What follows belongs to an exercise in optimizing a design on an open flow for small area, a short achievable clock period and few clock cycles per item; a production flow would make more cautious choices. Where RTL was checked, it was by simulation tests only, not by an equivalence proof against the original. Power is estimated from default activity; no workload was simulated.

==> inputs of onyx <==
==> flow/design.v (excerpt) <==
module bicubic_scaler (
    input  logic               CLK,
    input  logic               RST,
    input  logic               start,
    input  img_pkg::coord_t    v0,
    input  img_pkg::coord_t    h0,
    input  logic [4:0]         sw,
    input  img_pkg::tgt_t      sh,
    input  img_pkg::tgt_t      tw,
    input  img_pkg::pixel_t    src_data,
    output logic               src_rd,
    output img_pkg::src_addr_t src_addr,
    output logic               dst_we,
    output img_pkg::dst_addr_t dst_addr,
    output img_pkg::pixel_t    dst_data,
    output logic               done
);
    logic [6:0] j_v0, j_h0;
    logic [4:0] j_sw;
    logic [5:0] j_sh, j_D;
    logic [8:0] m3, m5, m7;          
    logic       es_act;
    logic [19:0] dq;
    logic [5:0]  dr;
    logic [2:0]  dcnt;
    logic        q_ok;
    logic [19:0] dq_n;
    logic [5:0]  dr_n;
    logic [4:0]  st_in;
    logic [1:0]  t1, dq1, dr1;
    assign st_in = sw - 5'd1;
    assign t1    = st_in[4:3];
    always_comb begin
        if (tw == 6'd2) begin
            dq1 = t1;
            dr1 = 2'd0;
        end else if (tw == 6'd3) begin
            dq1 = {1'b0, t1[1]};
            dr1 = {1'b0, t1[0]};
        end else if (tw == 6'd4) begin
            dq1 = {1'b0, t1 == 2'd3};
            dr1 = (t1 == 2'd3) ? 2'd0 : t1;
        end else begin
            dq1 = 2'd0;
            dr1 = t1;
        end
    end
    always_ff @(posedge CLK) begin
        if (!es_act) begin
            j_v0 <= v0;
            j_h0 <= h0;
            j_sw <= sw;
            j_sh <= sh;
            j_D  <= tw - 6'd1;
        end
        m3 <= 9'(j_D) * 9'd3;
        m5 <= 9'(j_D) * 9'd5;
        m7 <= 9'(j_D) * 9'd7;
    end
    always_comb begin
        logic [8:0] t;
        logic [9:0] s [1:7];
        logic [9:0] m [1:7];
        m[1] = {4'd0, j_D};
        m[2] = {3'd0, j_D, 1'b0};
        m[3] = {1'b0, m3};
        m[4] = {2'd0, j_D, 2'b00};
        m[5] = {1'b0, m5};
        m[6] = {m3, 1'b0};
        m[7] = {1'b0, m7};
        t = {dr, dq[19:17]};
        for (int k = 1; k <= 7; k++)
  ...
clock: 15.0 ns
lec_check: 0
cap_margin: 20
core_margin: 2
core_utilization: 60
cts_cluster_diameter: 150
cts_cluster_size: 25
place_density: 0.7
slew_margin: 20
standard.sh (not shown) runs the stock make flow with config.mk's settings and CLKGATE_MAP_FILE= SYNTH_SCRIPT=/design/flow/synth_recipe.tcl, a recipe that flattens the netlist after the stock synthesis.
==> flow/flow/run.sh <==
#!/bin/bash
# The standard ORFS layout (the standard.sh) with two changes to how it
# is made: the port buffers are buf_4 cells instead of the resizer's pick,
# and repair_timing aims for more setup slack than the clock needs.
# ORFS writes each step's log under orfs/logs; make's output goes to
# standard.log here.
set -euo pipefail
bash standard.sh \
    "BUFFER_PORTS_ARGS=-buffer_cell sky130_fd_sc_hd__buf_4" \
    SETUP_SLACK_MARGIN=11.0 \
    finish > standard.log 2>&1
==> cedar: changes against onyx <==
--- a/flow/design.v
+++ b/flow/design.v
@@ -46,15 +46,15 @@
             if (start)
                 act <= 1'b1;
             else if (issue && row_end && row == j_sh - 6'd1)
                 act <= 1'b0;
         end
     end
     always_ff @(posedge CLK) begin
-        if (!act) begin
+        if (start) begin
             first <= 1'b1;
             row   <= '0;
             col1  <= '0;
         end else begin
             if (first)
                 base <= base_cur;
             first <= 1'b0;
@@ -196,40 +196,34 @@
     logic [7:0]  d5;
     logic [23:0] x5;
     always_ff @(posedge CLK) begin
         v5 <= vs4 + vc4;
         d5 <= d4;
         x5 <= x4;
     end
-    localparam int WL = 12;              
-    logic [55:0] ws_n, wc_n;
-    logic [55:WL] ws6, wc6;
-    logic        wcy6;
-    logic [WL:0] wlo;
-    assign wlo = {1'b0, ws_n[WL-1:0]} + {1'b0, wc_n[WL-1:0]};
+    logic [55:0] ws6, wc6, ws_n, wc_n;
     booth_tree_w mul_w (
         .m (v5), .x (x5), .add ({2'b00, d5, 1'b1, 45'd0}), .s (ws_n), .c (wc_n));
     always_ff @(posedge CLK) begin
-        ws6  <= ws_n[55:WL];
-        wc6  <= wc_n[55:WL];
-        wcy6 <= wlo[WL];
+        ws6 <= ws_n;
+        wc6 <= wc_n;
     end
-    logic [55:WL] w7;
-    assign w7 = ws6 + wc6 + (56-WL)'(wcy6);
+    logic [55:0] w7;
+    assign w7 = ws6 + wc6;
     always_ff @(posedge CLK) begin
         if (w7[55])
             dst_data <= 8'd0;
         else if (w7[54])
             dst_data <= 8'hff;
         else
             dst_data <= w7[53:46];
     end
     logic [11:0] wcnt;
     always_ff @(posedge CLK) begin
-        if (RST || done)
+        if (start)
             wcnt <= '0;
         else if (vld[NS-1])
             wcnt <= wcnt + 12'd1;
         dst_addr <= wcnt;
     end
     always_ff @(posedge CLK) begin
         lst <= {lst[NS-2:0], in_last};
@@ -1510,15 +1504,15 @@
     logic [4:0] j_sw;
     logic [5:0] j_sh, j_D;
     logic [8:0] m3, m5, m7;          
     logic       es_act;
     logic [19:0] dq;
     logic [5:0]  dr;
     logic [2:0]  dcnt;
-    logic        q_ok;
+    logic        q_ok, q_ok2;
     logic [19:0] dq_n;
     logic [5:0]  dr_n;
     logic [4:0]  st_in;
     logic [1:0]  t1, dq1, dr1;
     assign st_in = sw - 5'd1;
     assign t1    = st_in[4:3];
     always_comb begin
@@ -1581,25 +1575,28 @@
             if (dcnt != 3'd0) begin
                 dq <= dq_n;
                 dr <= dr_n;
             end
             dcnt <= dcnt + 3'd1;
             q_ok <= (dcnt == 3'd6);
         end
+        q_ok2 <= q_ok && es_act;
     end
     logic [5:0]        Dm1, shm1;
     logic signed [6:0] EmD;           
     logic signed [7:0] K1, K2;        
+    logic              g1;            
     logic [5:0]        qs0, qs1;      
     always_ff @(posedge CLK) begin
         Dm1  <= j_D - 6'd1;
         shm1 <= j_sh - 6'd1;
         EmD  <= $signed({1'b0, dr}) - $signed({1'b0, j_D});
         K1   <= $signed({1'b0, dr, 1'b0}) - $signed({2'b00, j_D});
         K2   <= $signed({1'b0, dr, 1'b0}) - $signed({1'b0, j_D, 1'b0});
+        g1   <= ({1'b0, dr, 1'b0} >= {2'b00, j_D});
         qs0  <= {1'b0, dq[19:15]};
         qs1  <= {1'b0, dq[19:15]} + 6'd1;
     end
     logic issue;
     logic rd_ok;
     logic arrive;
     tap_fetcher fetch_inst (
@@ -1611,128 +1608,97 @@
         .j_sw     (j_sw),
         .j_sh     (j_sh),
         .rd_ok    (rd_ok),
         .issue    (issue),
         .src_rd   (src_rd),
         .src_addr (src_addr)
     );
-    logic rd_q, rst_q;
     always_ff @(posedge CLK) begin
-        rd_q  <= issue;
-        rst_q <= RST;
         if (RST)
             arrive <= 1'b0;
         else
-            arrive <= rd_q && !rst_q;
+            arrive <= src_rd;
     end
     logic [5:0]  es_c, es_row;
     logic [14:0] x_c, x_n;
     logic [5:0]  e_n;
     logic        g_n;
-    logic        single_c, last_c, jlast_c, first_c, p1w, qs_ok;
+    logic        single_c, last_c, jlast_c;
     logic [5:0]  step_c;             
     logic [2:0]  pe;                 
     logic signed [6:0] rel, irel, rel_n;
     logic        ready;
     logic [15:0] xs0, xs1, x_sum;
     logic        last_n;
     logic signed [6:0] dlt;
-    logic        act_n, single_n, p1w_n, qs_ok_n, load1;
-    logic signed [7:0] e_a;
-    logic              g1c, gn1, last1, single1;
-    logic [6:0]        e2x;
-    logic signed [8:0] t3a, t3b;
-    logic [5:0]        step1;
-    assign g1c     = ({1'b0, dr, 1'b0} >= {2'b00, j_D});
-    assign e2x     = {dr, 1'b0} - (g1c ? {1'b0, j_D} : 7'd0);
-    assign t3a     = $signed({2'b00, dr, 1'b0}) + $signed({3'b000, dr}) - $signed({3'b000, j_D});
-    assign t3b     = $signed({2'b00, dr, 1'b0}) + $signed({3'b000, dr}) - $signed({2'b00, j_D, 1'b0});
-    assign gn1     = g1c ? !t3b[8] : !t3a[8];
-    assign last1   = (j_D == 6'd1);
-    assign single1 = (dq[14:0] == '0);
-    assign step1   = last1 ? 6'd3 : {1'b0, dq[19:15]} + 6'(dq[14]);
+    logic        act_n, single_n;
+    logic signed [7:0] e_a, e_b;
     assign pe     = rel[2:0] - step_c[2:0];
     assign rd_ok  = (irel <= 7'sd6);
     assign dlt    = ready ? $signed({1'b0, step_c}) : 7'sd0;
     assign rel_n  = rel + $signed({6'd0, arrive}) - dlt;
     assign xs0    = {1'b0, x_n} + {1'b0, dq[14:0]};
     assign xs1    = {1'b0, x_n} + {1'b0, dq[14:0]} + 16'd1;
     assign x_sum  = g_n ? xs1 : xs0;
     assign last_n = (es_c == Dm1);
     assign e_a    = $signed({2'b00, e_n}) + (g_n ? K2 : K1);
-    assign load1  = q_ok && ((ready && first_c) || p1w);
     always_comb begin
         if (RST)
             act_n = 1'b0;
         else if (start)
             act_n = 1'b1;
         else if (ready && jlast_c)
             act_n = 1'b0;
         else
             act_n = es_act;
-        if (!es_act)
+        if (start)
             single_n = 1'b1;
-        else if (load1)
-            single_n = single1;
         else if (ready)
             single_n = last_c || (x_n == '0);
         else
             single_n = single_c;
-        p1w_n   = es_act && !q_ok && ((ready && first_c) || p1w);
-        qs_ok_n = es_act && (qs_ok || dcnt == 3'd2);
     end
     always_ff @(posedge CLK) begin
-        es_act   <= act_n;
-        ready    <= act_n && qs_ok_n && !p1w_n && (rel_n >= (single_n ? 7'sd0 : 7'sd2));
+        es_act <= act_n;
+        ready  <= act_n && q_ok && !start && (rel_n >= (single_n ? 7'sd0 : 7'sd2));
         single_c <= single_n;
-        p1w      <= p1w_n;
-        qs_ok    <= qs_ok_n;
-        rel  <= !es_act ? -7'sd2 : rel_n;
-        irel <= !es_act ? -7'sd1 : irel + $signed({6'd0, issue}) - dlt;
-        if (!es_act) begin
+        rel  <= start ? -7'sd2 : rel_n;
+        irel <= start ? -7'sd1 : irel + $signed({6'd0, issue}) - dlt;
+        if (start) begin
             es_c     <= '0;
             es_row   <= '0;
             x_c      <= '0;
             last_c   <= 1'b0;
             jlast_c  <= 1'b0;
-            first_c  <= 1'b1;
-        end else if (load1) begin
-            es_c     <= 6'd1;
-            first_c  <= 1'b0;
-            x_c      <= dq[14:0];
-            last_c   <= last1;
-            jlast_c  <= last1 && (es_row == shm1);
-            x_n      <= {dq[13:0], g1c};
-            e_n      <= e2x[5:0];
-            g_n      <= gn1;
-            step_c   <= step1;
+        end else if (!q_ok2) begin
+            x_n    <= dq[14:0];
+            e_n    <= dr;
+            g_n    <= ({1'b0, dr, 1'b0} >= {2'b00, j_D});
+            step_c <= {1'b0, dq[19:15]};
         end else if (ready) begin
             if (last_c) begin
                 es_c     <= '0;
                 es_row   <= es_row + 6'd1;
                 x_c      <= '0;
                 last_c   <= 1'b0;
                 jlast_c  <= 1'b0;
-                first_c  <= 1'b1;
+                x_n      <= dq[14:0];
+                e_n      <= dr;
+                g_n      <= g1;
                 step_c   <= qs0;
-            end else if (first_c) begin
-                es_c     <= 6'd1;
-                first_c  <= 1'b0;
             end else begin
                 es_c     <= es_c + 6'd1;
                 x_c      <= x_n;
                 last_c   <= last_n;
                 jlast_c  <= last_n && (es_row == shm1);
                 x_n      <= x_sum[14:0];
                 e_n      <= 6'(g_n ? $signed({1'b0, e_n}) + EmD : $signed({1'b0, e_n}) + $signed({1'b0, dr}));
                 g_n      <= !e_a[7];
                 step_c   <= last_n ? 6'd3 : (x_sum[15] ? qs1 : qs0);
             end
-        end else if (!qs_ok && dcnt == 3'd2) begin
-            step_c <= {1'b0, dq[4:0]};
         end
     end
     logic [7:0] q0, q1, q2, q3;
     tap_fifo win_inst (
         .CLK   (CLK),
         .shift (arrive),
         .din   (src_data),
==> flow/flow/run.sh (replaced) <==
#!/bin/bash
# The standard ORFS layout (the standard.sh) with two changes to how it
# is made: the port buffers are buf_4 cells instead of the resizer's pick,
# and repair_timing aims for more setup slack than the clock needs.
# ORFS writes each step's log under orfs/logs; make's output goes to
# standard.log here.
set -euo pipefail
bash standard.sh \
    "BUFFER_PORTS_ARGS=-buffer_cell sky130_fd_sc_hd__buf_4" \
    SETUP_SLACK_MARGIN=10.4 \
    finish > standard.log 2>&1
- CORE_UTILIZATION: 60 -> 40
- CTS_CLUSTER_DIAMETER: 150 -> default
- CTS_CLUSTER_SIZE: 25 -> default
- PLACE_DENSITY: 0.7 -> default
==> garnet: changes against onyx <==
--- a/flow/design.v
+++ b/flow/design.v
@@ -1611,22 +1611,19 @@
         .j_sw     (j_sw),
         .j_sh     (j_sh),
         .rd_ok    (rd_ok),
         .issue    (issue),
         .src_rd   (src_rd),
         .src_addr (src_addr)
     );
-    logic rd_q, rst_q;
     always_ff @(posedge CLK) begin
-        rd_q  <= issue;
-        rst_q <= RST;
         if (RST)
             arrive <= 1'b0;
         else
-            arrive <= rd_q && !rst_q;
+            arrive <= src_rd;
     end
     logic [5:0]  es_c, es_row;
     logic [14:0] x_c, x_n;
     logic [5:0]  e_n;
     logic        g_n;
     logic        single_c, last_c, jlast_c, first_c, p1w, qs_ok;
     logic [5:0]  step_c;             
==> flow/flow/run.sh (replaced) <==
#!/bin/bash
# The standard ORFS layout (the standard.sh) with two changes to how it
# is made: the port buffers are buf_4 cells instead of the resizer's pick,
# and repair_timing aims for more setup slack than the clock needs.
# ORFS writes each step's log under orfs/logs; make's output goes to
# standard.log here.
set -euo pipefail
bash standard.sh \
    "BUFFER_PORTS_ARGS=-buffer_cell sky130_fd_sc_hd__buf_4" \
    SETUP_SLACK_MARGIN=10.8 \
    finish > standard.log 2>&1
- CORE_UTILIZATION: 60 -> 55
- CTS_CLUSTER_DIAMETER: 150 -> default
- CTS_CLUSTER_SIZE: 25 -> default
- PLACE_DENSITY: 0.7 -> 0.65
==> comparison table <==
Unrepaired setup endpoints after global routing: garnet yes; cedar no; onyx yes
Overall track demand over capacity in global routing: garnet 26.2%; cedar 19.2%; onyx 27.6%
Most common cell after layout, fill and taps aside: garnet sky130_fd_sc_hd__inv_1; cedar sky130_fd_sc_hd__dfxtp_1; onyx sky130_fd_sc_hd__inv_1
Die width: garnet 343 um; cedar 401 um; onyx 328 um
Clock transition at path regs: garnet 0.06 ns; cedar 0.06 ns; onyx 0.12 ns
Simple logic cell fraction of the synthesized area: garnet 6.50%; cedar 6.84%; onyx 6.27%
Flop-to-flop setup slack: garnet 10.97 ns; cedar 10.79 ns; onyx 11.07 ns
Met2 wirelength from detailed routing: garnet 72.1 mm; cedar 73.8 mm; onyx 72.7 mm
Wire length after detailed routing: garnet 154 mm; cedar 156 mm; onyx 148 mm
GR Layer Usage met2: garnet 43.4%; cedar 32.4%; onyx 48.0%
Result of the run: garnet no timing/DRC/antenna violations; cedar no timing/DRC/antenna violations; onyx no timing/DRC/antenna violations
Net Sw Frac: garnet 34.0%; cedar 35.2%; onyx 35.8%
Last element of the critical path: garnet src_rd; cedar src_rd; onyx src_addr[0]
Multi-input gate share of the layout cell area: garnet 58.4%; cedar 57.0%; onyx 60.1%
Placer congestion estimate: garnet 0.880; cedar 0.858; onyx 0.915
Antenna violations before repair: garnet 0; cedar 1; onyx 0
Number of clock sinks seen by CTS: garnet 883; cedar 904; onyx 885
Pre-CTS worst setup slack: garnet 10.48 ns; cedar 9.48 ns; onyx 10.44 ns
Mux cell area share after synthesis: garnet 1.42%; cedar 1.64%; onyx 1.50%
Fraction of final layout cells with drive strength greater than 1: garnet 6.54%; cedar 6.50%; onyx 6.16%
Worst ir drop on vdd: garnet 0.0915 mV; cedar 0.0999 mV; onyx 0.0990 mV
Antenna diode count: garnet 0; cedar 1; onyx 0
Filler instances: garnet 9815; cedar 14869; onyx 8653
Testbench counts of onyx, summed over its fixed seeds: cycles 17,160, pixels 15,020.
Testbench counts of cedar, summed over its fixed seeds: cycles 17,272, pixels 15,020.
The RTL of garnet was laid out without a check of its function.

-- static timing again, ports no longer ideal --
No port has a modelled driver above. Below, the same layouts with a new extraction and two added sets of constraints.
Step 1 sets driving cells, clkbuf_16 on the clock port and buf_2 on the other inputs (assumed; they add their load-dependent delay and slew).
Step 2 moves the port delays by t, midway between the first and last clock arrival at a register: inputs arrive t later, outputs are due t later. That takes back most of the time a late clock gives input paths.
Three values: ideal ports, drivers, drivers and shift; two values: the first two.
| run | t, ns | setup slack, ns | worst slew at a driven data input, ns | cell pins on the clock port's net |
|---|---|---|---|---|
| onyx | 0.724 | 10.888 / 10.815 / 10.430 | 0.05 | 1 |
| cedar | 0.772 | 10.711 / 10.636 / 10.063 | 0.10 | 1 |
| garnet | 0.746 | 10.854 / 10.788 / 10.436 | 0.05 | 1 |
After both steps every run listed still meets setup and hold. The setup slack of cedar, which loses most, moves by -0.075 ns with the drivers and by -0.648 ns with both steps.
